This design comes from an exercise in tuning for small area and a short achievable clock period on the open sky130 flow, not from production work. Only simulation tests tie the RTL to the original design; equivalence was not proved. Power is estimated from default activity; no workload was simulated.

==> design.v <==
package corePkg;
	localparam int wordWidth = 32;
	localparam int regIndexWidth = 4;
	localparam int regCount = 16;
	typedef logic [wordWidth-1:0] wordT;
	typedef logic [regIndexWidth-1:0] regIndexT;
	localparam logic [8:0] opAdd = 9'h1B6;
	localparam logic [8:0] opRsub = 9'h1B8;
	localparam logic [8:0] opAnd = 9'h106;
	localparam logic [8:0] opSll = 9'h08C;
	localparam logic [8:0] opSrl = 9'h08D;
	localparam logic [8:0] opJ = 9'h1FF;
	localparam logic [8:0] opJal = 9'h1FE;
	localparam logic [8:0] opJalr = 9'h1DD;
	localparam logic [8:0] opJr = 9'h1ED;
endpackage
`timescale 1ns/1ps
module instructionDecoder (
	input logic [8:0] opcode,
	output logic isAdd,
	output logic isRsub,
	output logic isAnd,
	output logic isSll,
	output logic isSrl,
	output logic isJ,
	output logic isJal,
	output logic isJalr,
	output logic isJr
);
	assign isAdd = (opcode == corePkg::opAdd);
	assign isRsub = (opcode == corePkg::opRsub);
	assign isAnd = (opcode == corePkg::opAnd);
	assign isSll = (opcode == corePkg::opSll);
	assign isSrl = (opcode == corePkg::opSrl);
	assign isJ = (opcode == corePkg::opJ);
	assign isJal = (opcode == corePkg::opJal);
	assign isJalr = (opcode == corePkg::opJalr);
	assign isJr = (opcode == corePkg::opJr);
endmodule
`timescale 1ns/1ps
module registerFile (
	input logic clk,
	input logic reset,
	input corePkg::regIndexT srcA,
	input corePkg::regIndexT srcB,
	input corePkg::regIndexT writeReg,
	input logic regWriteEnable,
	input corePkg::wordT writeData,
	input logic useImmediate,
	input logic useRegister,
	input corePkg::wordT immediate,
	output corePkg::wordT operandA,
	output corePkg::wordT second
);
	corePkg::wordT regs [corePkg::regCount];
	logic [corePkg::regCount-1:0] valid;
	logic [corePkg::regCount-1:0] writeSel;
	logic [corePkg::regCount-1:0] selA;
	logic [corePkg::regCount-1:0] selB;
	always_comb begin
		for (int i = 0; i < corePkg::regCount; i++)
			writeSel[i] = regWriteEnable && (writeReg == corePkg::regIndexT'(i));
	end
	readSelect decodeA (
		.index(srcA),
		.valid(valid),
		.sel(selA)
	);
	readSelect decodeB (
		.index(srcB),
		.valid(valid),
		.sel(selB)
	);
	always_ff @(posedge clk) begin
		for (int i = 0; i < corePkg::regCount; i++) begin
			if (writeSel[i])
				regs[i] <= writeData;
		end
	end
	always_ff @(posedge clk) begin
		if (reset)
			valid <= '0;
		else
			valid <= valid | writeSel;
	end
	corePkg::wordT readB;
	always_comb begin
		operandA = '0;
		readB = '0;
		for (int i = 0; i < corePkg::regCount; i++) begin
			operandA = operandA | (regs[i] & {corePkg::wordWidth{selA[i]}});
			readB = readB | (regs[i] & {corePkg::wordWidth{selB[i]}});
		end
	end
	assign second = (readB & {corePkg::wordWidth{useRegister}})
		| (immediate & {corePkg::wordWidth{useImmediate}});
endmodule
module readSelect (
	input corePkg::regIndexT index,
	input logic [corePkg::regCount-1:0] valid,
	output logic [corePkg::regCount-1:0] sel
);
	always_comb begin
		for (int i = 0; i < corePkg::regCount; i++)
			sel[i] = valid[i] && (index == corePkg::regIndexT'(i));
	end
endmodule
`timescale 1ns/1ps
module executeUnit (
	input corePkg::wordT operandA,
	input corePkg::wordT second,
	input logic isAdd,
	input logic isRsub,
	input logic isAnd,
	input logic isSll,
	input logic isSrl,
	input logic isLink,
	input corePkg::wordT pcPlusOne,
	output corePkg::wordT writeData
);
	corePkg::wordT sumN;
	corePkg::wordT earlyN;
	corePkg::wordT level1;
	corePkg::wordT level2;
	corePkg::wordT leftN;
	corePkg::wordT rightN;
	corePkg::wordT shiftIn;
	logic [3:0] sel1;
	logic [3:0] sel2;
	logic shiftTooWide;
	logic selSllLo, selSllHi, selSrlLo, selSrlHi;
	prefixAdder adder (
		.a(second),
		.b(operandA),
		.invB(isRsub),
		.enable(isAdd | isRsub),
		.sumN(sumN)
	);
	assign shiftTooWide = |second[31:5];
	always_comb begin
		for (int k = 0; k < 4; k++) begin
			sel1[k] = (second[1:0] == 2'(k));
			sel2[k] = (second[3:2] == 2'(k));
		end
	end
	assign selSllLo = isSll & ~shiftTooWide & ~second[4];
	assign selSllHi = isSll & ~shiftTooWide & second[4];
	assign selSrlLo = isSrl & ~shiftTooWide & ~second[4];
	assign selSrlHi = isSrl & ~shiftTooWide & second[4];
	always_comb begin
		for (int i = 0; i < corePkg::wordWidth; i++)
			shiftIn[i] = isSrl ? operandA[corePkg::wordWidth-1-i] : operandA[i];
	end
	shiftLevel #(.step(1)) shift1 (
		.a(shiftIn),
		.sel(sel1),
		.y(level1)
	);
	shiftLevel #(.step(4)) shift2 (
		.a(level1),
		.sel(sel2),
		.y(level2)
	);
	always_comb begin
		for (int i = 0; i < corePkg::wordWidth; i++) begin
			earlyN[i] = ~((isAnd & operandA[i] & second[i]) | (isLink & pcPlusOne[i]));
			leftN[i] = ~((selSllLo & level2[i]) | (selSllHi & (i >= 16 ? level2[(i + 16) % 32] : 1'b0)));
			rightN[i] = ~((selSrlLo & level2[31 - i]) | (selSrlHi & (i <= 15 ? level2[(47 - i) % 32] : 1'b0)));
		end
	end
	for (genvar i = 0; i < corePkg::wordWidth; i++) begin : result
		nand4Cell pick (
			.a(sumN[i]),
			.b(earlyN[i]),
			.c(leftN[i]),
			.d(rightN[i]),
			.y(writeData[i])
		);
	end
endmodule
module shiftLevel #(
	parameter int step = 1
) (
	input corePkg::wordT a,
	input logic [3:0] sel,
	output corePkg::wordT y
);
	always_comb begin
		for (int i = 0; i < 32; i++) begin
			y[i] = 1'b0;
			for (int k = 0; k < 4; k++)
				if (i - step * k >= 0)
					y[i] = y[i] | (sel[k] & a[i - step * k]);
		end
	end
endmodule
module nand4Cell (
	input logic a,
	input logic b,
	input logic c,
	input logic d,
	output logic y
);
	assign y = ~(a & b & c & d);
endmodule
module prefixAdder (
	input logic [31:0] a,
	input logic [31:0] b,
	input logic invB,
	input logic enable,
	output logic [31:0] sumN
);
	logic [31:0] prop;
	logic [31:0] gen0;
	logic [31:0] pickZero;
	logic [31:0] pickOne;
	logic g0c;
	logic G1_31;
	logic P1_31;
	logic G1_30;
	logic P1_30;
	logic G1_29;
	logic P1_29;
	logic G1_28;
	logic P1_28;
	logic G1_27;
	logic P1_27;
	logic G1_26;
	logic P1_26;
	logic G1_25;
	logic P1_25;
	logic G1_24;
	logic P1_24;
	logic G1_23;
	logic P1_23;
	logic G1_22;
	logic P1_22;
	logic G1_21;
	logic P1_21;
	logic G1_20;
	logic P1_20;
	logic G1_19;
	logic P1_19;
	logic G1_18;
	logic P1_18;
	logic G1_17;
	logic P1_17;
	logic G1_16;
	logic P1_16;
	logic G1_15;
	logic P1_15;
	logic G1_14;
	logic P1_14;
	logic G1_13;
	logic P1_13;
	logic G1_12;
	logic P1_12;
	logic G1_11;
	logic P1_11;
	logic G1_10;
	logic P1_10;
	logic G1_9;
	logic P1_9;
	logic G1_8;
	logic P1_8;
	logic G1_7;
	logic P1_7;
	logic G1_6;
	logic P1_6;
	logic G1_5;
	logic P1_5;
	logic G1_4;
	logic P1_4;
	logic G1_3;
	logic P1_3;
	logic G1_2;
	logic P1_2;
	logic G1_1;
	logic G2_31;
	logic P2_31;
	logic G2_30;
	logic P2_30;
	logic G2_29;
	logic P2_29;
	logic G2_28;
	logic P2_28;
	logic G2_27;
	logic P2_27;
	logic G2_26;
	logic P2_26;
	logic G2_25;
	logic P2_25;
	logic G2_24;
	logic P2_24;
	logic G2_23;
	logic P2_23;
	logic G2_22;
	logic P2_22;
	logic G2_21;
	logic P2_21;
	logic G2_20;
	logic P2_20;
	logic G2_19;
	logic P2_19;
	logic G2_18;
	logic P2_18;
	logic G2_17;
	logic P2_17;
	logic G2_16;
	logic P2_16;
	logic G2_15;
	logic P2_15;
	logic G2_14;
	logic P2_14;
	logic G2_13;
	logic P2_13;
	logic G2_12;
	logic P2_12;
	logic G2_11;
	logic P2_11;
	logic G2_10;
	logic P2_10;
	logic G2_9;
	logic P2_9;
	logic G2_8;
	logic P2_8;
	logic G2_7;
	logic P2_7;
	logic G2_6;
	logic P2_6;
	logic G2_5;
	logic P2_5;
	logic G2_4;
	logic P2_4;
	logic G2_3;
	logic g0n;
	logic G2_2;
	logic G3_31;
	logic P3_31;
	logic G3_30;
	logic P3_30;
	logic G3_29;
	logic P3_29;
	logic G3_28;
	logic P3_28;
	logic G3_27;
	logic P3_27;
	logic G3_26;
	logic P3_26;
	logic G3_25;
	logic P3_25;
	logic G3_24;
	logic P3_24;
	logic G3_23;
	logic P3_23;
	logic G3_22;
	logic P3_22;
	logic G3_21;
	logic P3_21;
	logic G3_20;
	logic P3_20;
	logic G3_19;
	logic P3_19;
	logic G3_18;
	logic P3_18;
	logic G3_17;
	logic P3_17;
	logic G3_16;
	logic P3_16;
	logic G3_15;
	logic P3_15;
	logic G3_14;
	logic P3_14;
	logic G3_13;
	logic P3_13;
	logic G3_12;
	logic P3_12;
	logic G3_11;
	logic P3_11;
	logic G3_10;
	logic P3_10;
	logic G3_9;
	logic P3_9;
	logic G3_8;
	logic P3_8;
	logic G3_7;
	logic G3_6;
	logic g1t;
	logic G3_5;
	logic G3_4;
	logic G4_31;
	logic P4_31;
	logic G4_30;
	logic P4_30;
	logic G4_29;
	logic P4_29;
	logic G4_28;
	logic P4_28;
	logic G4_27;
	logic P4_27;
	logic G4_26;
	logic P4_26;
	logic G4_25;
	logic P4_25;
	logic G4_24;
	logic P4_24;
	logic G4_23;
	logic P4_23;
	logic G4_22;
	logic P4_22;
	logic G4_21;
	logic P4_21;
	logic G4_20;
	logic P4_20;
	logic G4_19;
	logic P4_19;
	logic G4_18;
	logic P4_18;
	logic G4_17;
	logic P4_17;
	logic G4_16;
	logic P4_16;
	logic G4_15;
	logic G4_14;
	logic G4_13;
	logic G4_12;
	logic g3n;
	logic G4_11;
	logic g2n;
	logic G4_10;
	logic G4_9;
	logic G4_8;
	logic G5_31;
	logic G5_30;
	logic G5_29;
	logic G5_28;
	logic G5_27;
	logic G5_26;
	logic G5_25;
	logic G5_24;
	logic g7t;
	logic G5_23;
	logic g6t;
	logic G5_22;
	logic g5t;
	logic G5_21;
	logic g4t;
	logic G5_20;
	logic G5_19;
	logic G5_18;
	logic G5_17;
	logic G5_16;
	for (genvar k = 0; k < 32; k++) begin : bits
		pgGen pg (.a(a[k]), .b(b[k]), .invB(invB), .g(gen0[k]), .p(prop[k]));
		sumPre pre (.p(prop[k]), .enable(enable), .pickZero(pickZero[k]), .pickOne(pickOne[k]));
	end
	assign g0c = gen0[0] | (prop[0] & invB);
	blackCellT bc0_31 (.gHi(gen0[31]), .pHi(prop[31]), .gLo(gen0[30]), .pLo(prop[30]), .g(G1_31), .p(P1_31));
	blackCellT bc0_30 (.gHi(gen0[30]), .pHi(prop[30]), .gLo(gen0[29]), .pLo(prop[29]), .g(G1_30), .p(P1_30));
	blackCellT bc0_29 (.gHi(gen0[29]), .pHi(prop[29]), .gLo(gen0[28]), .pLo(prop[28]), .g(G1_29), .p(P1_29));
	blackCellT bc0_28 (.gHi(gen0[28]), .pHi(prop[28]), .gLo(gen0[27]), .pLo(prop[27]), .g(G1_28), .p(P1_28));
	blackCellT bc0_27 (.gHi(gen0[27]), .pHi(prop[27]), .gLo(gen0[26]), .pLo(prop[26]), .g(G1_27), .p(P1_27));
	blackCellT bc0_26 (.gHi(gen0[26]), .pHi(prop[26]), .gLo(gen0[25]), .pLo(prop[25]), .g(G1_26), .p(P1_26));
	blackCellT bc0_25 (.gHi(gen0[25]), .pHi(prop[25]), .gLo(gen0[24]), .pLo(prop[24]), .g(G1_25), .p(P1_25));
	blackCellT bc0_24 (.gHi(gen0[24]), .pHi(prop[24]), .gLo(gen0[23]), .pLo(prop[23]), .g(G1_24), .p(P1_24));
	blackCellT bc0_23 (.gHi(gen0[23]), .pHi(prop[23]), .gLo(gen0[22]), .pLo(prop[22]), .g(G1_23), .p(P1_23));
	blackCellT bc0_22 (.gHi(gen0[22]), .pHi(prop[22]), .gLo(gen0[21]), .pLo(prop[21]), .g(G1_22), .p(P1_22));
	blackCellT bc0_21 (.gHi(gen0[21]), .pHi(prop[21]), .gLo(gen0[20]), .pLo(prop[20]), .g(G1_21), .p(P1_21));
	blackCellT bc0_20 (.gHi(gen0[20]), .pHi(prop[20]), .gLo(gen0[19]), .pLo(prop[19]), .g(G1_20), .p(P1_20));
	blackCellT bc0_19 (.gHi(gen0[19]), .pHi(prop[19]), .gLo(gen0[18]), .pLo(prop[18]), .g(G1_19), .p(P1_19));
	blackCellT bc0_18 (.gHi(gen0[18]), .pHi(prop[18]), .gLo(gen0[17]), .pLo(prop[17]), .g(G1_18), .p(P1_18));
	blackCellT bc0_17 (.gHi(gen0[17]), .pHi(prop[17]), .gLo(gen0[16]), .pLo(prop[16]), .g(G1_17), .p(P1_17));
	blackCellT bc0_16 (.gHi(gen0[16]), .pHi(prop[16]), .gLo(gen0[15]), .pLo(prop[15]), .g(G1_16), .p(P1_16));
	blackCellT bc0_15 (.gHi(gen0[15]), .pHi(prop[15]), .gLo(gen0[14]), .pLo(prop[14]), .g(G1_15), .p(P1_15));
	blackCellT bc0_14 (.gHi(gen0[14]), .pHi(prop[14]), .gLo(gen0[13]), .pLo(prop[13]), .g(G1_14), .p(P1_14));
	blackCellT bc0_13 (.gHi(gen0[13]), .pHi(prop[13]), .gLo(gen0[12]), .pLo(prop[12]), .g(G1_13), .p(P1_13));
	blackCellT bc0_12 (.gHi(gen0[12]), .pHi(prop[12]), .gLo(gen0[11]), .pLo(prop[11]), .g(G1_12), .p(P1_12));
	blackCellT bc0_11 (.gHi(gen0[11]), .pHi(prop[11]), .gLo(gen0[10]), .pLo(prop[10]), .g(G1_11), .p(P1_11));
	blackCellT bc0_10 (.gHi(gen0[10]), .pHi(prop[10]), .gLo(gen0[9]), .pLo(prop[9]), .g(G1_10), .p(P1_10));
	blackCellT bc0_9 (.gHi(gen0[9]), .pHi(prop[9]), .gLo(gen0[8]), .pLo(prop[8]), .g(G1_9), .p(P1_9));
	blackCellT bc0_8 (.gHi(gen0[8]), .pHi(prop[8]), .gLo(gen0[7]), .pLo(prop[7]), .g(G1_8), .p(P1_8));
	blackCellT bc0_7 (.gHi(gen0[7]), .pHi(prop[7]), .gLo(gen0[6]), .pLo(prop[6]), .g(G1_7), .p(P1_7));
	blackCellT bc0_6 (.gHi(gen0[6]), .pHi(prop[6]), .gLo(gen0[5]), .pLo(prop[5]), .g(G1_6), .p(P1_6));
	blackCellT bc0_5 (.gHi(gen0[5]), .pHi(prop[5]), .gLo(gen0[4]), .pLo(prop[4]), .g(G1_5), .p(P1_5));
	blackCellT bc0_4 (.gHi(gen0[4]), .pHi(prop[4]), .gLo(gen0[3]), .pLo(prop[3]), .g(G1_4), .p(P1_4));
	blackCellT bc0_3 (.gHi(gen0[3]), .pHi(prop[3]), .gLo(gen0[2]), .pLo(prop[2]), .g(G1_3), .p(P1_3));
	blackCellT bc0_2 (.gHi(gen0[2]), .pHi(prop[2]), .gLo(gen0[1]), .pLo(prop[1]), .g(G1_2), .p(P1_2));
	grayCellT gc0_1 (.gHi(gen0[1]), .pHi(prop[1]), .gLo(g0c), .g(G1_1));
	blackCellF bc1_31 (.gHi(G1_31), .pHi(P1_31), .gLo(G1_29), .pLo(P1_29), .g(G2_31), .p(P2_31));
	blackCellF bc1_30 (.gHi(G1_30), .pHi(P1_30), .gLo(G1_28), .pLo(P1_28), .g(G2_30), .p(P2_30));
	blackCellF bc1_29 (.gHi(G1_29), .pHi(P1_29), .gLo(G1_27), .pLo(P1_27), .g(G2_29), .p(P2_29));
	blackCellF bc1_28 (.gHi(G1_28), .pHi(P1_28), .gLo(G1_26), .pLo(P1_26), .g(G2_28), .p(P2_28));
	blackCellF bc1_27 (.gHi(G1_27), .pHi(P1_27), .gLo(G1_25), .pLo(P1_25), .g(G2_27), .p(P2_27));
	blackCellF bc1_26 (.gHi(G1_26), .pHi(P1_26), .gLo(G1_24), .pLo(P1_24), .g(G2_26), .p(P2_26));
	blackCellF bc1_25 (.gHi(G1_25), .pHi(P1_25), .gLo(G1_23), .pLo(P1_23), .g(G2_25), .p(P2_25));
	blackCellF bc1_24 (.gHi(G1_24), .pHi(P1_24), .gLo(G1_22), .pLo(P1_22), .g(G2_24), .p(P2_24));
	blackCellF bc1_23 (.gHi(G1_23), .pHi(P1_23), .gLo(G1_21), .pLo(P1_21), .g(G2_23), .p(P2_23));
	blackCellF bc1_22 (.gHi(G1_22), .pHi(P1_22), .gLo(G1_20), .pLo(P1_20), .g(G2_22), .p(P2_22));
	blackCellF bc1_21 (.gHi(G1_21), .pHi(P1_21), .gLo(G1_19), .pLo(P1_19), .g(G2_21), .p(P2_21));
	blackCellF bc1_20 (.gHi(G1_20), .pHi(P1_20), .gLo(G1_18), .pLo(P1_18), .g(G2_20), .p(P2_20));
	blackCellF bc1_19 (.gHi(G1_19), .pHi(P1_19), .gLo(G1_17), .pLo(P1_17), .g(G2_19), .p(P2_19));
	blackCellF bc1_18 (.gHi(G1_18), .pHi(P1_18), .gLo(G1_16), .pLo(P1_16), .g(G2_18), .p(P2_18));
	blackCellF bc1_17 (.gHi(G1_17), .pHi(P1_17), .gLo(G1_15), .pLo(P1_15), .g(G2_17), .p(P2_17));
	blackCellF bc1_16 (.gHi(G1_16), .pHi(P1_16), .gLo(G1_14), .pLo(P1_14), .g(G2_16), .p(P2_16));
	blackCellF bc1_15 (.gHi(G1_15), .pHi(P1_15), .gLo(G1_13), .pLo(P1_13), .g(G2_15), .p(P2_15));
	blackCellF bc1_14 (.gHi(G1_14), .pHi(P1_14), .gLo(G1_12), .pLo(P1_12), .g(G2_14), .p(P2_14));
	blackCellF bc1_13 (.gHi(G1_13), .pHi(P1_13), .gLo(G1_11), .pLo(P1_11), .g(G2_13), .p(P2_13));
	blackCellF bc1_12 (.gHi(G1_12), .pHi(P1_12), .gLo(G1_10), .pLo(P1_10), .g(G2_12), .p(P2_12));
	blackCellF bc1_11 (.gHi(G1_11), .pHi(P1_11), .gLo(G1_9), .pLo(P1_9), .g(G2_11), .p(P2_11));
	blackCellF bc1_10 (.gHi(G1_10), .pHi(P1_10), .gLo(G1_8), .pLo(P1_8), .g(G2_10), .p(P2_10));
	blackCellF bc1_9 (.gHi(G1_9), .pHi(P1_9), .gLo(G1_7), .pLo(P1_7), .g(G2_9), .p(P2_9));
	blackCellF bc1_8 (.gHi(G1_8), .pHi(P1_8), .gLo(G1_6), .pLo(P1_6), .g(G2_8), .p(P2_8));
	blackCellF bc1_7 (.gHi(G1_7), .pHi(P1_7), .gLo(G1_5), .pLo(P1_5), .g(G2_7), .p(P2_7));
	blackCellF bc1_6 (.gHi(G1_6), .pHi(P1_6), .gLo(G1_4), .pLo(P1_4), .g(G2_6), .p(P2_6));
	blackCellF bc1_5 (.gHi(G1_5), .pHi(P1_5), .gLo(G1_3), .pLo(P1_3), .g(G2_5), .p(P2_5));
	blackCellF bc1_4 (.gHi(G1_4), .pHi(P1_4), .gLo(G1_2), .pLo(P1_2), .g(G2_4), .p(P2_4));
	grayCellF gc1_3 (.gHi(G1_3), .pHi(P1_3), .gLo(G1_1), .g(G2_3));
	assign g0n = ~g0c;
	grayCellF gc1_2 (.gHi(G1_2), .pHi(P1_2), .gLo(g0n), .g(G2_2));
	blackCellT bc2_31 (.gHi(G2_31), .pHi(P2_31), .gLo(G2_27), .pLo(P2_27), .g(G3_31), .p(P3_31));
	blackCellT bc2_30 (.gHi(G2_30), .pHi(P2_30), .gLo(G2_26), .pLo(P2_26), .g(G3_30), .p(P3_30));
	blackCellT bc2_29 (.gHi(G2_29), .pHi(P2_29), .gLo(G2_25), .pLo(P2_25), .g(G3_29), .p(P3_29));
	blackCellT bc2_28 (.gHi(G2_28), .pHi(P2_28), .gLo(G2_24), .pLo(P2_24), .g(G3_28), .p(P3_28));
	blackCellT bc2_27 (.gHi(G2_27), .pHi(P2_27), .gLo(G2_23), .pLo(P2_23), .g(G3_27), .p(P3_27));
	blackCellT bc2_26 (.gHi(G2_26), .pHi(P2_26), .gLo(G2_22), .pLo(P2_22), .g(G3_26), .p(P3_26));
	blackCellT bc2_25 (.gHi(G2_25), .pHi(P2_25), .gLo(G2_21), .pLo(P2_21), .g(G3_25), .p(P3_25));
	blackCellT bc2_24 (.gHi(G2_24), .pHi(P2_24), .gLo(G2_20), .pLo(P2_20), .g(G3_24), .p(P3_24));
	blackCellT bc2_23 (.gHi(G2_23), .pHi(P2_23), .gLo(G2_19), .pLo(P2_19), .g(G3_23), .p(P3_23));
	blackCellT bc2_22 (.gHi(G2_22), .pHi(P2_22), .gLo(G2_18), .pLo(P2_18), .g(G3_22), .p(P3_22));
	blackCellT bc2_21 (.gHi(G2_21), .pHi(P2_21), .gLo(G2_17), .pLo(P2_17), .g(G3_21), .p(P3_21));
	blackCellT bc2_20 (.gHi(G2_20), .pHi(P2_20), .gLo(G2_16), .pLo(P2_16), .g(G3_20), .p(P3_20));
	blackCellT bc2_19 (.gHi(G2_19), .pHi(P2_19), .gLo(G2_15), .pLo(P2_15), .g(G3_19), .p(P3_19));
	blackCellT bc2_18 (.gHi(G2_18), .pHi(P2_18), .gLo(G2_14), .pLo(P2_14), .g(G3_18), .p(P3_18));
	blackCellT bc2_17 (.gHi(G2_17), .pHi(P2_17), .gLo(G2_13), .pLo(P2_13), .g(G3_17), .p(P3_17));
	blackCellT bc2_16 (.gHi(G2_16), .pHi(P2_16), .gLo(G2_12), .pLo(P2_12), .g(G3_16), .p(P3_16));
	blackCellT bc2_15 (.gHi(G2_15), .pHi(P2_15), .gLo(G2_11), .pLo(P2_11), .g(G3_15), .p(P3_15));
	blackCellT bc2_14 (.gHi(G2_14), .pHi(P2_14), .gLo(G2_10), .pLo(P2_10), .g(G3_14), .p(P3_14));
	blackCellT bc2_13 (.gHi(G2_13), .pHi(P2_13), .gLo(G2_9), .pLo(P2_9), .g(G3_13), .p(P3_13));
	blackCellT bc2_12 (.gHi(G2_12), .pHi(P2_12), .gLo(G2_8), .pLo(P2_8), .g(G3_12), .p(P3_12));
	blackCellT bc2_11 (.gHi(G2_11), .pHi(P2_11), .gLo(G2_7), .pLo(P2_7), .g(G3_11), .p(P3_11));
	blackCellT bc2_10 (.gHi(G2_10), .pHi(P2_10), .gLo(G2_6), .pLo(P2_6), .g(G3_10), .p(P3_10));
	blackCellT bc2_9 (.gHi(G2_9), .pHi(P2_9), .gLo(G2_5), .pLo(P2_5), .g(G3_9), .p(P3_9));
	blackCellT bc2_8 (.gHi(G2_8), .pHi(P2_8), .gLo(G2_4), .pLo(P2_4), .g(G3_8), .p(P3_8));
	grayCellT gc2_7 (.gHi(G2_7), .pHi(P2_7), .gLo(G2_3), .g(G3_7));
	grayCellT gc2_6 (.gHi(G2_6), .pHi(P2_6), .gLo(G2_2), .g(G3_6));
	assign g1t = ~G1_1;
	grayCellT gc2_5 (.gHi(G2_5), .pHi(P2_5), .gLo(g1t), .g(G3_5));
	grayCellT gc2_4 (.gHi(G2_4), .pHi(P2_4), .gLo(g0c), .g(G3_4));
	blackCellF bc3_31 (.gHi(G3_31), .pHi(P3_31), .gLo(G3_23), .pLo(P3_23), .g(G4_31), .p(P4_31));
	blackCellF bc3_30 (.gHi(G3_30), .pHi(P3_30), .gLo(G3_22), .pLo(P3_22), .g(G4_30), .p(P4_30));
	blackCellF bc3_29 (.gHi(G3_29), .pHi(P3_29), .gLo(G3_21), .pLo(P3_21), .g(G4_29), .p(P4_29));
	blackCellF bc3_28 (.gHi(G3_28), .pHi(P3_28), .gLo(G3_20), .pLo(P3_20), .g(G4_28), .p(P4_28));
	blackCellF bc3_27 (.gHi(G3_27), .pHi(P3_27), .gLo(G3_19), .pLo(P3_19), .g(G4_27), .p(P4_27));
	blackCellF bc3_26 (.gHi(G3_26), .pHi(P3_26), .gLo(G3_18), .pLo(P3_18), .g(G4_26), .p(P4_26));
	blackCellF bc3_25 (.gHi(G3_25), .pHi(P3_25), .gLo(G3_17), .pLo(P3_17), .g(G4_25), .p(P4_25));
	blackCellF bc3_24 (.gHi(G3_24), .pHi(P3_24), .gLo(G3_16), .pLo(P3_16), .g(G4_24), .p(P4_24));
	blackCellF bc3_23 (.gHi(G3_23), .pHi(P3_23), .gLo(G3_15), .pLo(P3_15), .g(G4_23), .p(P4_23));
	blackCellF bc3_22 (.gHi(G3_22), .pHi(P3_22), .gLo(G3_14), .pLo(P3_14), .g(G4_22), .p(P4_22));
	blackCellF bc3_21 (.gHi(G3_21), .pHi(P3_21), .gLo(G3_13), .pLo(P3_13), .g(G4_21), .p(P4_21));
	blackCellF bc3_20 (.gHi(G3_20), .pHi(P3_20), .gLo(G3_12), .pLo(P3_12), .g(G4_20), .p(P4_20));
	blackCellF bc3_19 (.gHi(G3_19), .pHi(P3_19), .gLo(G3_11), .pLo(P3_11), .g(G4_19), .p(P4_19));
	blackCellF bc3_18 (.gHi(G3_18), .pHi(P3_18), .gLo(G3_10), .pLo(P3_10), .g(G4_18), .p(P4_18));
	blackCellF bc3_17 (.gHi(G3_17), .pHi(P3_17), .gLo(G3_9), .pLo(P3_9), .g(G4_17), .p(P4_17));
	blackCellF bc3_16 (.gHi(G3_16), .pHi(P3_16), .gLo(G3_8), .pLo(P3_8), .g(G4_16), .p(P4_16));
	grayCellF gc3_15 (.gHi(G3_15), .pHi(P3_15), .gLo(G3_7), .g(G4_15));
	grayCellF gc3_14 (.gHi(G3_14), .pHi(P3_14), .gLo(G3_6), .g(G4_14));
	grayCellF gc3_13 (.gHi(G3_13), .pHi(P3_13), .gLo(G3_5), .g(G4_13));
	grayCellF gc3_12 (.gHi(G3_12), .pHi(P3_12), .gLo(G3_4), .g(G4_12));
	assign g3n = ~G2_3;
	grayCellF gc3_11 (.gHi(G3_11), .pHi(P3_11), .gLo(g3n), .g(G4_11));
	assign g2n = ~G2_2;
	grayCellF gc3_10 (.gHi(G3_10), .pHi(P3_10), .gLo(g2n), .g(G4_10));
	grayCellF gc3_9 (.gHi(G3_9), .pHi(P3_9), .gLo(G1_1), .g(G4_9));
	grayCellF gc3_8 (.gHi(G3_8), .pHi(P3_8), .gLo(g0n), .g(G4_8));
	grayCellT gc4_31 (.gHi(G4_31), .pHi(P4_31), .gLo(G4_15), .g(G5_31));
	grayCellT gc4_30 (.gHi(G4_30), .pHi(P4_30), .gLo(G4_14), .g(G5_30));
	grayCellT gc4_29 (.gHi(G4_29), .pHi(P4_29), .gLo(G4_13), .g(G5_29));
	grayCellT gc4_28 (.gHi(G4_28), .pHi(P4_28), .gLo(G4_12), .g(G5_28));
	grayCellT gc4_27 (.gHi(G4_27), .pHi(P4_27), .gLo(G4_11), .g(G5_27));
	grayCellT gc4_26 (.gHi(G4_26), .pHi(P4_26), .gLo(G4_10), .g(G5_26));
	grayCellT gc4_25 (.gHi(G4_25), .pHi(P4_25), .gLo(G4_9), .g(G5_25));
	grayCellT gc4_24 (.gHi(G4_24), .pHi(P4_24), .gLo(G4_8), .g(G5_24));
	assign g7t = ~G3_7;
	grayCellT gc4_23 (.gHi(G4_23), .pHi(P4_23), .gLo(g7t), .g(G5_23));
	assign g6t = ~G3_6;
	grayCellT gc4_22 (.gHi(G4_22), .pHi(P4_22), .gLo(g6t), .g(G5_22));
	assign g5t = ~G3_5;
	grayCellT gc4_21 (.gHi(G4_21), .pHi(P4_21), .gLo(g5t), .g(G5_21));
	assign g4t = ~G3_4;
	grayCellT gc4_20 (.gHi(G4_20), .pHi(P4_20), .gLo(g4t), .g(G5_20));
	grayCellT gc4_19 (.gHi(G4_19), .pHi(P4_19), .gLo(G2_3), .g(G5_19));
	grayCellT gc4_18 (.gHi(G4_18), .pHi(P4_18), .gLo(G2_2), .g(G5_18));
	grayCellT gc4_17 (.gHi(G4_17), .pHi(P4_17), .gLo(g1t), .g(G5_17));
	grayCellT gc4_16 (.gHi(G4_16), .pHi(P4_16), .gLo(g0c), .g(G5_16));
	sumMux sm0 (.carry(invB), .pickZero(pickZero[0]), .pickOne(pickOne[0]), .y(sumN[0]));
	sumMux sm1 (.carry(g0c), .pickZero(pickZero[1]), .pickOne(pickOne[1]), .y(sumN[1]));
	sumMux sm2 (.carry(g1t), .pickZero(pickZero[2]), .pickOne(pickOne[2]), .y(sumN[2]));
	sumMux sm3 (.carry(G2_2), .pickZero(pickZero[3]), .pickOne(pickOne[3]), .y(sumN[3]));
	sumMux sm4 (.carry(G2_3), .pickZero(pickZero[4]), .pickOne(pickOne[4]), .y(sumN[4]));
	sumMux sm5 (.carry(g4t), .pickZero(pickZero[5]), .pickOne(pickOne[5]), .y(sumN[5]));
	sumMux sm6 (.carry(g5t), .pickZero(pickZero[6]), .pickOne(pickOne[6]), .y(sumN[6]));
	sumMux sm7 (.carry(g6t), .pickZero(pickZero[7]), .pickOne(pickOne[7]), .y(sumN[7]));
	sumMux sm8 (.carry(g7t), .pickZero(pickZero[8]), .pickOne(pickOne[8]), .y(sumN[8]));
	sumMux sm9 (.carry(G4_8), .pickZero(pickZero[9]), .pickOne(pickOne[9]), .y(sumN[9]));
	sumMux sm10 (.carry(G4_9), .pickZero(pickZero[10]), .pickOne(pickOne[10]), .y(sumN[10]));
	sumMux sm11 (.carry(G4_10), .pickZero(pickZero[11]), .pickOne(pickOne[11]), .y(sumN[11]));
	sumMux sm12 (.carry(G4_11), .pickZero(pickZero[12]), .pickOne(pickOne[12]), .y(sumN[12]));
	sumMux sm13 (.carry(G4_12), .pickZero(pickZero[13]), .pickOne(pickOne[13]), .y(sumN[13]));
	sumMux sm14 (.carry(G4_13), .pickZero(pickZero[14]), .pickOne(pickOne[14]), .y(sumN[14]));
	sumMux sm15 (.carry(G4_14), .pickZero(pickZero[15]), .pickOne(pickOne[15]), .y(sumN[15]));
	sumMux sm16 (.carry(G4_15), .pickZero(pickZero[16]), .pickOne(pickOne[16]), .y(sumN[16]));
	sumMux sm17 (.carry(G5_16), .pickZero(pickOne[17]), .pickOne(pickZero[17]), .y(sumN[17]));
	sumMux sm18 (.carry(G5_17), .pickZero(pickOne[18]), .pickOne(pickZero[18]), .y(sumN[18]));
	sumMux sm19 (.carry(G5_18), .pickZero(pickOne[19]), .pickOne(pickZero[19]), .y(sumN[19]));
	sumMux sm20 (.carry(G5_19), .pickZero(pickOne[20]), .pickOne(pickZero[20]), .y(sumN[20]));
	sumMux sm21 (.carry(G5_20), .pickZero(pickOne[21]), .pickOne(pickZero[21]), .y(sumN[21]));
	sumMux sm22 (.carry(G5_21), .pickZero(pickOne[22]), .pickOne(pickZero[22]), .y(sumN[22]));
	sumMux sm23 (.carry(G5_22), .pickZero(pickOne[23]), .pickOne(pickZero[23]), .y(sumN[23]));
	sumMux sm24 (.carry(G5_23), .pickZero(pickOne[24]), .pickOne(pickZero[24]), .y(sumN[24]));
	sumMux sm25 (.carry(G5_24), .pickZero(pickOne[25]), .pickOne(pickZero[25]), .y(sumN[25]));
	sumMux sm26 (.carry(G5_25), .pickZero(pickOne[26]), .pickOne(pickZero[26]), .y(sumN[26]));
	sumMux sm27 (.carry(G5_26), .pickZero(pickOne[27]), .pickOne(pickZero[27]), .y(sumN[27]));
	sumMux sm28 (.carry(G5_27), .pickZero(pickOne[28]), .pickOne(pickZero[28]), .y(sumN[28]));
	sumMux sm29 (.carry(G5_28), .pickZero(pickOne[29]), .pickOne(pickZero[29]), .y(sumN[29]));
	sumMux sm30 (.carry(G5_29), .pickZero(pickOne[30]), .pickOne(pickZero[30]), .y(sumN[30]));
	sumMux sm31 (.carry(G5_30), .pickZero(pickOne[31]), .pickOne(pickZero[31]), .y(sumN[31]));
endmodule
module pgGen (
	input logic a,
	input logic b,
	input logic invB,
	output logic g,
	output logic p
);
	logic bx;
	assign bx = b ^ invB;
	assign g = a & bx;
	assign p = a ^ bx;
endmodule
module sumPre (
	input logic p,
	input logic enable,
	output logic pickZero,
	output logic pickOne
);
	assign pickZero = enable & p;
	assign pickOne = enable & ~p;
endmodule
module sumMux (
	input logic carry,
	input logic pickZero,
	input logic pickOne,
	output logic y
);
	assign y = ~(carry ? pickOne : pickZero);
endmodule
module blackCellT (
	input logic gHi,
	input logic pHi,
	input logic gLo,
	input logic pLo,
	output logic g,
	output logic p
);
	assign g = ~(gHi | (pHi & gLo));
	assign p = ~(pHi & pLo);
endmodule
module blackCellF (
	input logic gHi,
	input logic pHi,
	input logic gLo,
	input logic pLo,
	output logic g,
	output logic p
);
	assign g = ~(gHi & (pHi | gLo));
	assign p = ~(pHi | pLo);
endmodule
module grayCellT (
	input logic gHi,
	input logic pHi,
	input logic gLo,
	output logic g
);
	assign g = ~(gHi | (pHi & gLo));
endmodule
module grayCellF (
	input logic gHi,
	input logic pHi,
	input logic gLo,
	output logic g
);
	assign g = ~(gHi & (pHi | gLo));
endmodule
`timescale 1ns/1ps
module programCounter #(
	parameter logic [31:0] resetAddress = '0
) (
	input logic clk,
	input logic reset,
	input logic jump,
	input logic jumpReg,
	input logic [22:0] jumpField,
	input corePkg::wordT operandA,
	output corePkg::wordT pc,
	output corePkg::wordT pcPlusOne
);
	corePkg::wordT nextPc;
	assign pcPlusOne = pc + corePkg::wordT'(1);
	always_comb begin
		if (jumpReg)
			nextPc = operandA;
		else if (jump)
			nextPc = {pcPlusOne[31:23], jumpField};
		else
			nextPc = pcPlusOne;
	end
	always_ff @(posedge clk) begin
		if (reset)
			pc <= resetAddress;
		else
			pc <= nextPc;
	end
endmodule
`timescale 1ns/1ps
module coreTop #(
	parameter logic [31:0] resetAddress = '0
) (
	input logic clk,
	input logic reset,
	input corePkg::wordT instr,
	output corePkg::wordT pc,
	output logic regWriteEnable,
	output corePkg::regIndexT writeReg,
	output corePkg::wordT writeData
);
	logic isAdd, isRsub, isAnd, isSll, isSrl, isJ, isJal, isJalr, isJr;
	corePkg::wordT operandA;
	corePkg::wordT second;
	corePkg::wordT immediate;
	logic useImmediate;
	logic useRegister;
	corePkg::wordT pcPlusOne;
	instructionDecoder decoder (
		.opcode(instr[31:23]),
		.isAdd(isAdd),
		.isRsub(isRsub),
		.isAnd(isAnd),
		.isSll(isSll),
		.isSrl(isSrl),
		.isJ(isJ),
		.isJal(isJal),
		.isJalr(isJalr),
		.isJr(isJr)
	);
	assign regWriteEnable = isAdd | isRsub | isAnd | isSll | isSrl | isJal | isJalr;
	assign writeReg = isJal ? 4'd0 : instr[22:19];
	assign useImmediate = (instr[18:16] == 3'b000);
	assign useRegister = |instr[18:16];
	assign immediate = {{20{instr[15] & (isAdd | isRsub)}}, instr[15:4]};
	registerFile regFile (
		.clk(clk),
		.reset(reset),
		.srcA(instr[3:0]),
		.srcB(instr[7:4]),
		.writeReg(writeReg),
		.regWriteEnable(regWriteEnable),
		.writeData(writeData),
		.useImmediate(useImmediate),
		.useRegister(useRegister),
		.immediate(immediate),
		.operandA(operandA),
		.second(second)
	);
	executeUnit execute (
		.operandA(operandA),
		.second(second),
		.isAdd(isAdd),
		.isRsub(isRsub),
		.isAnd(isAnd),
		.isSll(isSll),
		.isSrl(isSrl),
		.isLink(isJal | isJalr),
		.pcPlusOne(pcPlusOne),
		.writeData(writeData)
	);
	programCounter #(
		.resetAddress(resetAddress)
	) pcUnit (
		.clk(clk),
		.reset(reset),
		.jump(isJ | isJal),
		.jumpReg(isJalr | isJr),
		.jumpField(instr[22:0]),
		.operandA(operandA),
		.pc(pc),
		.pcPlusOne(pcPlusOne)
	);
endmodule
==> flow/run.sh <==
#!/bin/bash
# The standard layout (the standard.sh, all ORFS steps), with the port buffers that
# buffer_ports inserts made plain buf_4 cells instead of the library's default pick.
set -euo pipefail
export BUFFER_PORTS_ARGS="-buffer_cell sky130_fd_sc_hd__buf_4"
bash standard.sh finish > standard_flow.log 2>&1
==> standard.sh <==
#!/bin/bash
# synth_recipe.tcl (not shown) runs the flow's synth.tcl, then flattens the netlist and writes it again
# the make line also repeats each setting of config.mk as NAME=value (left out here)
make -C /OpenROAD-flow-scripts/flow DESIGN_CONFIG=/design/flow/config.mk WORK_HOME=/design/flow/orfs CLKGATE_MAP_FILE= SYNTH_SCRIPT=/design/flow/synth_recipe.tcl "${@:-finish}"
==> config.mk <==
export PLATFORM = sky130hd
export DESIGN_NAME = coreTop
export DESIGN_NICKNAME = coreTop
export VERILOG_FILES = /design/flow/design.v
export SDC_FILE = /design/flow/constraint.sdc
export NUM_CORES = 4
export LEC_CHECK = 0
export CAP_MARGIN = 20
export CORE_MARGIN = 2
export CORE_UTILIZATION = 45
export CTS_CLUSTER_DIAMETER = 100
export CTS_CLUSTER_SIZE = 22
export SETUP_SLACK_MARGIN = 2.5
export SLEW_MARGIN = 20
export SYNTH_HIERARCHICAL = 1
==> constraint.sdc <==
create_clock -name core_clock -period 12.0 [get_ports {clk}]
set_input_delay 2.4000 -clock core_clock [delete_from_list [all_inputs] [get_ports {clk}]]
set_output_delay 2.4000 -clock core_clock [all_outputs]
set_load 0.01 [all_outputs]
==> results.cfg, run 1 <==
[yosys]
synth_edf_count = 512
yosysTopAreaCell = edfxtp_1
ys_warn_count = 13
ys.flop_type = edfxtp_1
ys_seq_elements = 560
ys_seq_area_share_pct = 53.9
netlist_area_um2 = 30300
synth_cell_types = 72
async_flop_share_pct = 0
synth_area_leaders = edfxtp_1, a22o_1, a221oi_1, dfxtp_1, nand4_1
syn-instance-count = 2486
yosys.area.top_type_share_pct = 50.7
avgSynthCellArea_um2 = 12.2
syn-num-nets = 2553

[sta]
setup_violations = 0
final_max_slew_viol_count = 0
period_needed_ps = 9550
setup-tns-final_ps = 0
hold_viol_final = 0
fin_crit_sh_pct = 79.6
worst_slack_ps = 2450
worst_clock_skew_ps = 30.0
clock.fmax_mhz = 105
rsz0062_at_grt = no
maxSlewHeadroom_pct = 20.5
whs_ps = 497
worstMarginPinSlew_ps = 1190

[placement]
gp_congestion = 1.06
port_buffers = 102
place_ws_ps = 1760
hpwlAfterDp_mm = 85.9
dpl_cell_area_um2 = 32000

[drt]
via_count = 26800
wl_per_cell_um = 39.1
via_per_inst = 7.66
first_iter_violations = 5148
drt-pass1-iter-count = 10
drc = 0
postRouteAntennaNets = 0
wirelength_mm = 137

[min_path]
min_to = regFile.valid[11]
hold_path_class = flip-flop to flip-flop
hold_path_depth = 2
hp-start = regFile.valid[11]

[clock_tree]
cts-root-buf = clkbuf_16
h-tree-depth = 2
cts_tree = done
cts.sinks = 560
hold_buffers = 0
clk_pin_slew_worst_paths_ps = 90
cts_buffers = 34
cts_buffer_depth = 3
clk_latency_ps = 600

[setup_path]
path_buf_inv = 5
critPathRequiredTime_ps = 9600
slowest_stage = nor4_4
r2r_cells = 14
cp.arrival_ps = 7150
slowest_delay_ps = 500
start_kind = input pin
crit_path_end_kind = output pin
critical_path_class = input pin to output pin
path_max_fanout = 17
cp_common_cell = buf_4
r2r_start = regFile.valid[9]
reg2reg_slack_ps = 7100
cp_top_family = simple AND/OR/NAND/NOR gates
r2r_end = regFile.regs[2][27]
crit_path_cell_trace = buf_4 > and2_1 > and3_4 > buf_4 > a22o_1 > a221oi_1 > nand4_1 > a22o_1 > nor4_4 > and4_4 > buf_4 > nand4_1 > nand4_1 > buf_4 > buf_4

[floorplan]
die_h_um = 263
initial_core_util_pct = 45.3
die_w_um = 263
ioPinCount = 103
die-area_um2 = 69400
core-area_um2 = 66900
fp-row-count = 95

[global_route]
grt_pass1_vias = 24900
grt_max_degree = 65
track_usage_pct = 37.7
grt_pass1_wl_mm = 187
grt_antenna_before_repair = 3
grt_overflow = 0

[cells_and_area]
nets = 2682
diodes = 0
layout-drive-gt1-share_pct = 24.0
final_cell_mix = edfxtp_1, a22o_1, buf_4, a221oi_1
finalInstanceArea_um2 = 33900
mostFrequentLayoutCell = edfxtp_1
syn2layout_area_growth_pct = 11.8

[run]
max_cap_viol_count = 0

[power]
worst_ir_drop_vdd_v = 0.000108
total_power_w = 0.00342
p_leak_nw = 12.9
power_density_nw_per_um2 = 101

[status]
status = no timing/DRC/antenna violations
[synthesized netlist by cell type, drive strengths merged, types with 33 or more instances]
library cell	instances
a22oi	102
o21ai	57
xor2	40
nand2	139
edfxtp	512
nand4	141
buf	69
nand3	44
nor2	110
mux2	48
a221oi	257
ha	33
nor3	41
dfxtp	48
and2	46
and3	50
clkbuf	106
mux2i	34
a21oi	97
a22o	293
[Yosys stat by module, one instance, submodules excluded, excerpt]
module              cells  flip-flops and latches
blackCellT              2                       0
sumPre                  2                       0
coreTop                12                       0
nand4Cell               1                       0
instructionDecoder     21                       0
blackCellF              2                       0
pgGen                   2                       0
readSelect             24                       0
prefixAdder             9                       0
registerFile         1295                     528
sumMux                  1                       0
grayCellT               1                       0
[metal layers]
layer / vias up / track usage [%] / part of all wire (%)
li1: 10600 / - / -
met1: 13100 / 47.2 / 35
met2: 2432 / 56.4 / 43
met3: 689 / 11.3 / 14
met4: 6 / 25.5 / 8.5
met5: - / 0 / 0.026
[how the worst max path moves through the flow]
stage | start | end | slack, ps | cells past startpoint
after floorplan | instr[23] | writeData[31] | 3110 | 12
after global placement | instr[0] | writeData[17] | 1790 | 17
after detailed placement | instr[6] | writeData[27] | 1760 | 17
after CTS | instr[7] | writeData[16] | 2500 | 19
after global routing | instr[5] | writeData[16] | 2480 | 20
final | instr[6] | writeData[24] | 2450 | 15
[cell type report]
| type | instances | area, µm² |
|---|---|---|
| fill | 5884 | 33000 |
| sequential | 560 | 16300 |
| multi-input combinational | 1720 | 13300 |
| timing repair buffer | 266 | 2050 |
| tap | 873 | 1090 |
| clock buffer | 40 | 895 |
| inverter | 33 | 124 |
| clock inverter | 8 | 121 |
[registers in the layout, indices dropped and copies added, names as in the netlist]
register	count
pcUnit.pc	32
regFile.valid	16
regFile.regs	512
[power by group]
part           leakage [nW]   total, W  internal [W]  switching [W]
clock                 0.493    0.00123      0.000551       0.000680
sequential             6.14    0.00210       0.00209     0.00000244
combinational          6.31  0.0000870     0.0000267      0.0000603
[logic make-up (layout without fill, tap and decap cells)]
| family | count (synthesis) | after routing | share of synthesized area, % |
|---|---|---|---|
| AO/OA/AOI/OAI | 875 | 875 | 24.4 |
| XOR/XNOR | 60 | 60 | 1.73 |
| adder cells (fa/ha/maj) | 33 | 33 | 1.36 |
| buffers and inverters | 210 | 347 | 3.45 |
| flip-flops | 560 | 560 | 53.9 |
| multiplexers | 82 | 82 | 2.91 |
| AND/OR/NAND/NOR | 666 | 670 | 12.3 |
[metrics by stage]
stage / utilization (%) / std cells
2_1_floorplan: - / 2486
3_3_place_gp: 47.8 / 3360
3_5_place_dp: 47.8 / 3360
4_1_cts: 50.0 / 3462
5_1_grt: 50.6 / 3500
6_report: 50.6 / 3500
[tightest hold or removal path: cells and delay by family (launching register included)]
kind             cells  cell delay [ps]
and+or+nand+nor      2              120
DFF                  1              340
[repair_timing]
action | 4_1_cts | 5_1_grt
pin swaps | 33 | 20
cloned | 1 | 3
gates resized for setup | 13 | 20
endpoints found under the setup margin | 31 | 29
buffers inserted | 53 | 34
==> run 2: changes to the inputs <==
--- a/design.v
+++ b/design.v
@@ -116,7 +116,8 @@
 	input logic isSrl,
 	input logic isLink,
 	input corePkg::wordT pcPlusOne,
-	output corePkg::wordT writeData
+	output corePkg::wordT writeData,
+	output corePkg::wordT writeDataReg
 );
 	corePkg::wordT sumN;
 	corePkg::wordT earlyN;
@@ -176,6 +177,13 @@
 			.d(rightN[i]),
 			.y(writeData[i])
 		);
+		nand4Cell pickReg (
+			.a(sumN[i]),
+			.b(earlyN[i]),
+			.c(leftN[i]),
+			.d(rightN[i]),
+			.y(writeDataReg[i])
+		);
 	end
 endmodule
 module shiftLevel #(
@@ -741,6 +749,7 @@
 	logic useImmediate;
 	logic useRegister;
 	corePkg::wordT pcPlusOne;
+	corePkg::wordT writeDataReg;
 	instructionDecoder decoder (
 		.opcode(instr[31:23]),
 		.isAdd(isAdd),
@@ -765,7 +774,7 @@
 		.srcB(instr[7:4]),
 		.writeReg(writeReg),
 		.regWriteEnable(regWriteEnable),
-		.writeData(writeData),
+		.writeData(writeDataReg),
 		.useImmediate(useImmediate),
 		.useRegister(useRegister),
 		.immediate(immediate),
@@ -782,7 +791,8 @@
 		.isSrl(isSrl),
 		.isLink(isJal | isJalr),
 		.pcPlusOne(pcPlusOne),
-		.writeData(writeData)
+		.writeData(writeData),
+		.writeDataReg(writeDataReg)
 	);
 	programCounter #(
 		.resetAddress(resetAddress)
--- a/config.mk
+++ b/config.mk
@@ -10,6 +10,6 @@
 export CORE_UTILIZATION = 45
 export CTS_CLUSTER_DIAMETER = 100
 export CTS_CLUSTER_SIZE = 22
-export SETUP_SLACK_MARGIN = 2.5
+export SETUP_SLACK_MARGIN = 2
 export SLEW_MARGIN = 20
 export SYNTH_HIERARCHICAL = 1
==> run 2 against run 1 <==
Still clean. Total power fell by 2.2%. Final area fell by 2.4%. First-iteration DRC count fell by 20%. Register-to-register slack got worse by 1200 ps. Clock power fell by 5%. Die area rose by 0.65%. Worst setup slack got worse by 610 ps. Cell count fell by 1.6%. Combinational power fell by 11%.
==> results.cfg, run 2 <==
[cells_and_area]
reg.largest.list = regFile.regs x512, pcUnit.pc x32, regFile.valid x16
syn2layout_area_growth_pct = 8.44
layout-drive-gt1-share_pct = 20.0
largest_reg_flops = 512
final_cell_mix = edfxtp_1, a22o_1, a221oi_1, nand4_1, buf_4
mostFrequentLayoutCell = edfxtp_1
largest-register = regFile.regs
nets = 2611

[setup_path]
r2r_end = regFile.regs[10][26]
r2r_start = regFile.valid[2]
slowest_stage = nor4_1
critPathRequiredTime_ps = 9600
reg2reg_slack_ps = 5890
r2r_cells = 12
crit_path_cell_trace = buf_4 > nor2b_4 > and3_2 > buf_4 > a22o_1 > a221oi_1 > nand4_1 > a22o_1 > nor4_1 > and4_4 > nand4_1 > nand4_1 > buf_4
crit_path_end_kind = output pin
start_kind = input pin
slowest_delay_ps = 920
cp.arrival_ps = 7760
path_max_fanout = 46
critical_path_class = input pin to output pin

[global_route]
met1_usage_pct = 46.4
top_usage_layer = met2
grt_antenna_before_repair = 5
track_usage_pct = 37.2
grt_use_met2_pct = 58.2
grt_pass1_vias = 24900
grt_pass1_wl_mm = 185
grt_max_degree = 65
use_met3_pct = 9.29
grt_overflow = 0

[sta]
fin_crit_sh_pct = 84.7
period_needed_ps = 10160
maxSlewHeadroom_pct = 11.5
worstMarginPinSlew_ps = 1330
worst_clock_skew_ps = 27.8
setup-tns-final_ps = 0
final_max_slew_viol_count = 0
rsz0062_at_grt = no
clock.fmax_mhz = 98.4
hold_viol_final = 0
setup_violations = 0

[power]
p_leak_nw = 12.6
power_density_nw_per_um2 = 101
worst_ir_drop_vdd_v = 0.000116
total_power_w = 0.00334

[drt]
via_count = 26200
via_per_inst = 7.62
drc = 0
postRouteAntennaNets = 0
wl_per_cell_um = 39.0
wirelength_mm = 134
first_iter_violations = 4137
drt-pass1-iter-count = 6

[yosys]
synth_compound_area_share_pct = 24.2
yosys.area.top_type_share_pct = 50.4
synth_cell_types = 72
synth_xor_area_share_pct = 1.72
syn-instance-count = 2518
avgSynthCellArea_um2 = 12.1
syn-num-nets = 2585
yosysMostFrequentCell = edfxtp_1
async_flop_share_pct = 0
synth_top_family_by_area = compound AO/OA/AOI/OAI gates
ys_seq_area_share_pct = 53.6
synth_area_leaders = edfxtp_1, a22o_1, a221oi_1, nand4_1, dfxtp_1
netlist_area_um2 = 30500
yosysTopAreaCell = edfxtp_1
ys_warn_count = 13
yosys.area_share.simple_pct = 12.8
synth_edf_count = 512
ys.flop_type = edfxtp_1
synthAdderAreaFrac_pct = 1.35
synth_mux_area_share_pct = 2.89
ys_top_cells_by_count = edfxtp_1, a22o_1, a221oi_1
ys_seq_elements = 560

[placement]
gp_congestion = 1.07
hpwlAfterDp_mm = 84.5
port_buffers = 102

[run]
max_cap_viol_count = 0

[floorplan]
ioPinCount = 103
initial_core_util_pct = 45.4
die_w_um = 264
fp-row-count = 95
core-area_um2 = 67200
die-area_um2 = 69900
die_h_um = 264

[clock_tree]
h-tree-depth = 1
cts_buffers = 31
clk_latency_ps = 660
cts_tree = done
cts_buffer_depth = 3
cts-root-buf = clkbuf_16
hold_buffers = 0
cts.sinks = 560
clk_pin_slew_worst_paths_ps = 90

[min_path]
hold_path_class = flip-flop to flip-flop
hp-start = regFile.valid[10]
hold_path_depth = 2
min_to = regFile.valid[10]

[status]
status = no timing/DRC/antenna violations
run 2: stage by stage:
step | hold slack, ps | util [%] | cell area, µm² | worst slack, ps | cells
3_5_place_dp | 474 | 47.8 | 32100 | 2250 | 3383
2_1_floorplan | 446 | - | 30500 | 2590 | 2518
6_report | 506 | 49.2 | 33100 | 1840 | 3443
5_1_grt | 528 | 49.2 | 33100 | 2060 | 3442
4_1_cts | 495 | 49.2 | 33100 | 2230 | 3441
3_3_place_gp | 477 | 47.8 | 32100 | 2210 | 3383
run 2: logic make-up after synthesis:
group / Yosys count
AO/OA/AOI/OAI: 875
XOR/XNOR: 60
adder cells (fa/ha/maj): 33
buffers and inverters: 210
flip-flops: 560
multiplexers: 82
AND/OR/NAND/NOR: 698
run 2: what timing repair did:
action,CTS,global route
setup endpoints to repair,0,4
setup buffers,0,0
resized for setup,0,2
run 2: modules after synthesis, one instance, submodules excluded, a selection:
module,copies in the design,cells
readSelect,2,24
registerFile,1,1295
pgGen,32,2
grayCellT,20,1
instructionDecoder,1,21
grayCellF,10,1
blackCellF,42,2
run 2: layout make-up:
cell class,instances,area (µm²)
clock inverters,6,85.1
flip-flops and latches,560,16300
clock buffers,52,855
inverters,33,124
repair buffers,170,1270
fillers,5949,34100
multi-input cells,1748,13300
well taps,873,1090
diodes,1,2.50
run 2: power by group:
part	internal (W)	leakage [nW]	total, W	switching (W)
clock	0.000502	0.449	0.00117	0.000665
combinational	0.0000240	5.98	0.0000777	0.0000537
sequential	0.00210	6.14	0.00210	0.00000255
total	0.00262	12.6	0.00334	0.000721
run 2: worst max-delay path by stage:
stage | from | end | slack (ps) | cells after the start
2_1_floorplan | instr[23] | writeData[31] | 2590 | 12
3_3_place_gp | instr[7] | writeData[26] | 2210 | 13
3_5_place_dp | instr[7] | writeData[27] | 2250 | 13
4_1_cts | instr[7] | writeData[27] | 2230 | 13
5_1_grt | instr[0] | writeData[26] | 2060 | 15
6_report | instr[7] | writeData[28] | 1840 | 13
run 2: worst max-delay path, delay by kind of cell:
family / cells / cell delay (ps)
buffers and inverters: 3 / 680
AO/OA/AOI/OAI: 3 / 970
AND/OR/NAND/NOR: 7 / 3640
run 2: routing by layer:
layer	part of all wire [%]	vias to the layer above
li1	-	10500
met3	12	524
met4	7.6	4
met5	0.024	-
met2	44	2178
met1	36	13000
==> run 3: changes to the inputs <==
--- a/config.mk
+++ b/config.mk
@@ -10,6 +10,6 @@
 export CORE_UTILIZATION = 45
 export CTS_CLUSTER_DIAMETER = 100
 export CTS_CLUSTER_SIZE = 22
-export SETUP_SLACK_MARGIN = 2
+export SETUP_SLACK_MARGIN = 2.5
 export SLEW_MARGIN = 20
 export SYNTH_HIERARCHICAL = 1
==> run 3 against run 2 <==
Via count grew 0.61%. Still clean on timing, DRC and antenna. Clock power hardly changed. Sequential share of layout area is 0.60 points lower. Cell count grew 0.96%. Critical path depth unchanged. Area after synthesis stayed put. Combinational power rose by 3.0%. Total power hardly changed. Largest cell class unchanged.
==> results.cfg, run 3 <==
[setup_path]
reg2reg_slack_ps = 6310
slowest_stage = and4_4
path_max_fanout = 46
crit_path_start = instr[7]
r2r_cells = 14
slowest_delay_ps = 640
start_kind = input pin
path_depth = 13
cp.arrival_ps = 7190
critical_path_class = input pin to output pin
endpoint = writeData[28]
cp_top_family = simple AND/OR/NAND/NOR gates
critPathRequiredTime_ps = 9600
r2r_start = regFile.valid[4]
crit_path_cell_trace = buf_4 > nor2b_4 > and3_2 > buf_4 > a22o_1 > a221oi_1 > nand4_1 > a22o_1 > nor4_2 > and4_4 > nand4_1 > nand4_1 > buf_4
crit_path_end_kind = output pin
r2r_end = regFile.regs[1][21]
path_buf_inv = 3

[sta]
worstMarginPinSlew_ps = 1090
hold_viol_final = 0
final_max_slew_viol_count = 0
maxSlewHeadroom_pct = 27.2
setup-tns-final_ps = 0
worst_clock_skew_ps = 30.3
rsz0062_at_grt = yes
period_needed_ps = 9590
setup_violations = 0
clock.fmax_mhz = 104
fin_crit_sh_pct = 79.9

[floorplan]
fp-row-count = 95
die-area_um2 = 69900
initial_core_util_pct = 45.4
die_w_um = 264
die_h_um = 264
core-area_um2 = 67200
ioPinCount = 103

[min_path]
hold_path_class = flip-flop to flip-flop

[cells_and_area]
largest-register = regFile.regs
reg.largest.list = regFile.regs x512, pcUnit.pc x32, regFile.valid x16
layout-drive-gt1-share_pct = 21.4
mostFrequentLayoutCell = edfxtp_1
nets = 2643
fin_cells = 3476
largest_reg_flops = 512
syn2layout_area_growth_pct = 9.78
final_cell_mix = edfxtp_1, a22o_1, a221oi_1, buf_4, nand4_1

[yosys]
ys_warn_count = 13
syn-num-nets = 2585
synth_edf_count = 512
yosys.area.top_type_share_pct = 50.4
syn-instance-count = 2518
synth_cell_types = 72
yosysMostFrequentCell = edfxtp_1
synth_area_leaders = edfxtp_1, a22o_1, a221oi_1, nand4_1, dfxtp_1
ys.flop_type = edfxtp_1
netlist_area_um2 = 30500
async_flop_share_pct = 0
yosysTopAreaCell = edfxtp_1
ys_seq_elements = 560
ys_top_cells_by_count = edfxtp_1, a22o_1, a221oi_1
ys_seq_area_share_pct = 53.6
avgSynthCellArea_um2 = 12.1

[placement]
dp_cells = 3383
port_buffers = 102
gp_congestion = 1.07
hpwlAfterDp_mm = 84.5

[clock_tree]
cts.sinks = 560
hold_buffers = 0
cts_buffer_depth = 3
cts-root-buf = clkbuf_16
cts_buffers = 31
cts_tree = done
clk_latency_ps = 670
h-tree-depth = 1
clk_pin_slew_worst_paths_ps = 90

[drt]
via_per_inst = 7.59
postRouteAntennaNets = 0
drc = 0
first_iter_violations = 4704
via_count = 26400
wirelength_mm = 135
wl_per_cell_um = 38.9
drt-pass1-iter-count = 12

[power]
pwr-share-seq_pct = 62.7
total_power_w = 0.00335
switchingPower_w = 0.000724
p_leak_nw = 12.7
internal_power_w = 0.00262
combPwrFrac_pct = 2.4
power_density_nw_per_um2 = 99.9
swShare_pct = 21.7
worst_ir_drop_vdd_v = 0.000115
power.share.clock_pct = 34.9

[status]
status = no timing/DRC/antenna violations

[global_route]
track_usage_pct = 37.2
grt_overflow = 0
grt_antenna_before_repair = 7
grt_pass1_wl_mm = 185
grt_pass1_vias = 25000
grt_max_degree = 65

[run]
max_cap_viol_count = 0
[run 3: repair_timing]
action | CTS | global route
pin swaps | 1 | 21
buffers inserted | 2 | 28
cloned | 0 | 2
resized for setup | 9 | 23
endpoints found under the setup margin | 25 | 32
[run 3: per-layer routing]
metal | wire [µm] | global-route usage (%) | up-vias
met5 | 45 | 0 | -
met4 | 10600 | 23.2 | 6
met3 | 16200 | 8.98 | 564
met2 | 59500 | 58.3 | 2160
met1 | 48700 | 46.6 | 13000
li1 | - | - | 10600
[run 3: worst min-delay path by stage]
stage | from | endpoint | slack [ps] | depth (start not counted)
after global placement | regFile.valid[10] | regFile.valid[10] | 480 | 2
after detailed placement | regFile.valid[10] | regFile.valid[10] | 470 | 2
after global routing | regFile.valid[15] | regFile.valid[15] | 530 | 2
after CTS | regFile.valid[10] | regFile.valid[10] | 500 | 2
after floorplan | regFile.valid[0] | regFile.valid[0] | 450 | 2
final | regFile.valid[10] | regFile.valid[10] | 500 | 2
[run 3: power by group through the flow]
| stage | Clock (W) | Sequential (W) | Combinational, W |
|---|---|---|---|
| after floorplan | 0 | 0.00214 | 0.0000447 |
| after detailed placement | 0 | 0.00214 | 0.0000749 |
| after CTS | 0.00118 | 0.00210 | 0.0000757 |
| after global placement | 0 | 0.00214 | 0.0000738 |
| final | 0.00117 | 0.00210 | 0.0000800 |
| after global routing | 0.00124 | 0.00210 | 0.0000838 |
[run 3: final cells by class]
type / instances / area (µm²)
tap: 873 / 1090
inverter: 33 / 124
antenna: 2 / 5.00
clock buffer: 52 / 855
sequential: 560 / 16300
multi-input combinational: 1750 / 13400
timing repair buffer: 200 / 1560
clock inverter: 6 / 85.1
fill: 5913 / 33700
[run 3: tightest hold or removal path, stage by stage, from the launching register on]
cell     delay [ps]
dfxtp_1         350
nor2_1           50
nor2_1           70
[run 3: stage by stage]
stage | util, % | area [µm²] | setup WS, ps | hold WS, ps
after floorplan | - | 30500 | 2590 | 446
after global placement | 47.8 | 32100 | 2210 | 477
after detailed placement | 47.8 | 32100 | 2250 | 474
after CTS | 49.3 | 33100 | 2510 | 495
after global routing | 49.9 | 33500 | 2500 | 528
final | 49.9 | 33500 | 2410 | 505
[run 3: logic make-up (layout without fill, tap and decap cells)]
logic type | count (synthesis) | count (layout) | share of synthesized area [%]
compound gates | 875 | 875 | 24.2
simple gates | 698 | 700 | 12.8
flops | 560 | 560 | 53.6
buf+inv | 210 | 291 | 3.43
mux | 82 | 82 | 2.89
xor+xnor | 60 | 60 | 1.72
fa+ha+maj | 33 | 33 | 1.35
other cells | 0 | 2 | 0
[run 3: per-module statistics from Yosys, one instance, submodules excluded, a selection]
module              times used  area (µm²)
grayCellT                   20        8.76
sumPre                      32        16.3
pgGen                       32        21.3
blackCellT                  52        12.5
nand4Cell                   64        6.26
registerFile                 1       21600
instructionDecoder           1         130
coreTop                      1        75.1

[afterwards: timing with drivers on the ports]
The results above use ideal ports. As a check the final layouts listed here were re-extracted and re-timed, cells and wires unchanged. Step 1, drivers: a clkbuf_16 drives clk and a buf_2 each remaining input, both assumed. Step 2, shift: input delay + t, output delay - t, t = (earliest + latest rising clock arrival at the registers) / 2. This alone moves slack from input paths to output paths. Slacks: no drivers / after step 1 / after step 2; pairs: no drivers / after step 1.
run	t, ns	slack for setup (ns)	clock arrival spread, ns	worst register clock-pin slew, ns
run 1	0.652	2.448 / 2.426 / 2.426	0.030 / 0.030	0.10 / 0.10
run 2	0.716	1.837 / 1.809 / 1.809	0.028 / 0.027	0.10 / 0.10
run 3	0.718	2.414 / 2.386 / 2.386	0.030 / 0.031	0.10 / 0.10
After both steps every run listed still meets setup and hold.
